This is an optimization exercise on Yosys and OpenROAD, whose aim is small area, a short achievable clock period and few clock cycles per item, not a production implementation. In this exercise RTL edits were held to simulation tests only and were not proved equivalent to the original. Power and IR drop assume default switching activity.

## fir_sym_mc
module fir_sym_mc #(
   parameter int WL     = 14,
   parameter int CW     = 14,
   parameter int TAPS   = 37,
   parameter int NCH    = 2,
   parameter int OUT_WL = 20,
   parameter int SHIFT  = 13,
   localparam int F     = (TAPS + 1) / 2,
   localparam int CHW   = (NCH > 1) ? $clog2(NCH) : 1,
   localparam int AW    = (F > 1) ? $clog2(F) : 1
) (
   input  logic                     clk,
   input  logic                     rst,
   input  logic                     in_valid,
   output logic                     in_ready,
   input  logic [CHW-1:0]           in_ch,
   input  logic signed [WL-1:0]     in_data,
   output logic                     out_valid,
   input  logic                     out_ready,
   output logic [CHW-1:0]           out_ch,
   output logic signed [OUT_WL-1:0] out_data,
   output logic                     out_sat,
   input  logic                     coef_we,
   input  logic [AW-1:0]            coef_addr,
   input  logic signed [CW-1:0]     coef_wdata
);
Size: about 13000 cells after synthesis, roughly 170000 um2 of cells after synthesis.
==> flow/config.mk <==
export PLATFORM = sky130hd
export DESIGN_NAME = fir_sym_mc
export DESIGN_NICKNAME = fir_sym_mc
export VERILOG_FILES = /design/flow/design.v
export SDC_FILE = /design/flow/constraint.sdc
export NUM_CORES = 4
export LEC_CHECK = 0
export CAP_MARGIN = 20
export CORE_MARGIN = 2
export CORE_UTILIZATION = 60
export SLEW_MARGIN = 20
==> flow/constraint.sdc <==
create_clock -name core_clock -period 12.0 [get_ports {clk}]
set_input_delay 2.4000 -clock core_clock [delete_from_list [all_inputs] [get_ports {clk}]]
set_output_delay 2.4000 -clock core_clock [all_outputs]
set_load 0.01 [all_outputs]
standard.sh (not shown) runs the stock make flow with config.mk's settings and CLKGATE_MAP_FILE= SYNTH_SCRIPT=/design/flow/synth_recipe.tcl, a recipe that flattens the netlist after the stock synthesis.
==> flow/flow/run.sh <==
#!/bin/bash
# The standard layout (the standard.sh) in two parts, with two changes to how the layout
# is made; the SDC and every other setting are unchanged:
#  1. After the standard synthesis, flow/fixinv.py removes inverters that Yosys's full-adder
#     extraction leaves between full-adder cells (a full adder with all inputs and outputs
#     inverted is the same cell), then the flow goes on from that netlist.
#  2. Setup repair aims below the clock period: repair_timing only works on paths with less
#     slack than SETUP_SLACK_MARGIN, and with the default margin it stops once the 12 ns
#     constraint is met.
set -euo pipefail
R=orfs/results/sky130hd/fir_sym_mc/base
bash standard.sh synth > standard_synth.log 2>&1
cp $R/1_2_yosys.v $R/1_2_yosys.std.v
python3 flow/fixinv.py $R/1_2_yosys.std.v $R/1_2_yosys.v > fixinv.log 2>&1
rm -f $R/1_synth.odb $R/1_synth.sdc
bash standard.sh SETUP_SLACK_MARGIN=8.3 finish > standard_flow.log 2>&1
Other scripts of this flow, unchanged in this note and not shown: flow/flow/fixinv.py
The baseline finished but failed the layout checks on max-capacitance violations, max-slew violations.
Testbench counts at the start, summed over its fixed seeds: cycles 2,088, items 2,048.
Rerun with:
--- a/flow/design.v
+++ b/flow/design.v
@@ -14971,47 +14971,50 @@
    logic r_sat;
    always_comb begin
       if (yv > 21'sd524287) begin
          r_data = 20'h7ffff; r_sat = 1'b1;
       end else if (yv < -21'sd524288) begin
          r_data = 20'h80000; r_sat = 1'b1;
       end else begin
          r_data = yv[19:0]; r_sat = 1'b0;
       end
    end
    logic push;
    assign push = c10_v;
-   localparam int NB = 5;
-   logic [21:0] hd;
-   logic        hv;
-   logic [21:0] bq [NB];
-   logic [2:0] wp, rp;
-   logic [2:0]  bc;
-   logic [21:0] nd, bh, hsrc;
-   logic        take, bnz;
+   localparam int NQ = 6;
+   logic [21:0] qm [NQ];
+   logic [2:0] wp, rp, rp1;
+   logic [3:0]  qn, qn_up, qn_dn;
+   logic [21:0] nd, q_stay, q_adv, od;
+   logic        ov;
    assign nd = {c10_ch, r_sat, r_data};
-   assign pop = hv & out_ready;
-   assign take = ~hv | out_ready;
-   assign bnz = (bc != 3'd0);
-   assign bh = bq[rp];
-   assign hsrc = bnz ? bh : nd;
-   assign out_valid = hv;
-   assign out_ch = hd[21];
-   assign out_sat = hd[20];
-   assign out_data = hd[19:0];
+   assign pop = ov & out_ready;
+   assign rp1 = (rp == NQ - 1) ? '0 : rp + 1'b1;
+   assign q_stay = (push && wp == rp) ? nd : qm[rp];
+   assign q_adv = (push && wp == rp1) ? nd : qm[rp1];
+   assign qn_up = qn + {3'd0, push};
+   assign qn_dn = qn_up - 4'd1;
+   assign out_valid = ov;
+   assign out_ch = od[21];
+   assign out_sat = od[20];
+   assign out_data = od[19:0];
    always_ff @(posedge clk) begin
-      if (push) bq[wp] <= nd;
-      if (take) hd <= hsrc;
+      if (push) qm[wp] <= nd;
+      od <= pop ? q_adv : q_stay;
       if (rst) begin
-         hv <= 1'b0;
+         ov <= 1'b0;
          wp <= '0;
          rp <= '0;
-         bc <= 3'd0;
+         qn <= 4'd0;
       end else begin
-         if (take) hv <= bnz | push;
-         if (push & ~(take & ~bnz)) wp <= (wp == NB - 1) ? '0 : wp + 1'b1;
-         if (take & bnz) rp <= (rp == NB - 1) ? '0 : rp + 1'b1;
-         if ((push & ~(take & ~bnz)) & ~(take & bnz)) bc <= bc + 3'd1;
-         else if (~(push & ~(take & ~bnz)) & (take & bnz)) bc <= bc - 3'd1;
+         if (push) wp <= (wp == NQ - 1) ? '0 : wp + 1'b1;
+         if (pop) begin
+            rp <= rp1;
+            qn <= qn_dn;
+            ov <= (qn_dn != 4'd0);
+         end else begin
+            qn <= qn_up;
+            ov <= (qn_up != 4'd0);
+         end
       end
    end
 endmodule
Effect:
- Now the flow passed the timing, DRC and antenna checks
- synthesized cell count rose by 0.96%
- fmax rose by 0.61%
- clock skew rose by 0.034 ns
- power rose by 3.6%
- final area rose by 0.89%
- worst setup slack is better by 0.024 ns
Testbench counts after the change, summed over its fixed seeds: cycles 2,088, items 2,048.

[what the ideal ports hide]
The flow's constraints put no driver on any port. The routed layouts listed below were extracted and timed again, unchanged, in two steps.
Step 1, drivers: a clkbuf_16 drives clk and a buf_2 each remaining input, both assumed.
Step 2 times the ports against the registers' clock, not the clock port: input delays grow and output delays shrink by t, the midpoint of the rising clock arrivals with the driver on.
a / b / c = ideal / step 1 / step 2; a / b = the first two.
run	t (ns)	slack for setup (ns)	clock arrival spread, ns	slew at the worst register clock pin (ns)
the first run	1.055	8.110 / 7.993 / 7.526	0.057 / 0.056	0.08 / 0.08
the second run	1.062	8.133 / 8.044 / 7.406	0.094 / 0.094	0.08 / 0.08
For the second run, which loses most, drivers alone change the setup slack by -0.089 ns; drivers and shift together by -0.727 ns.
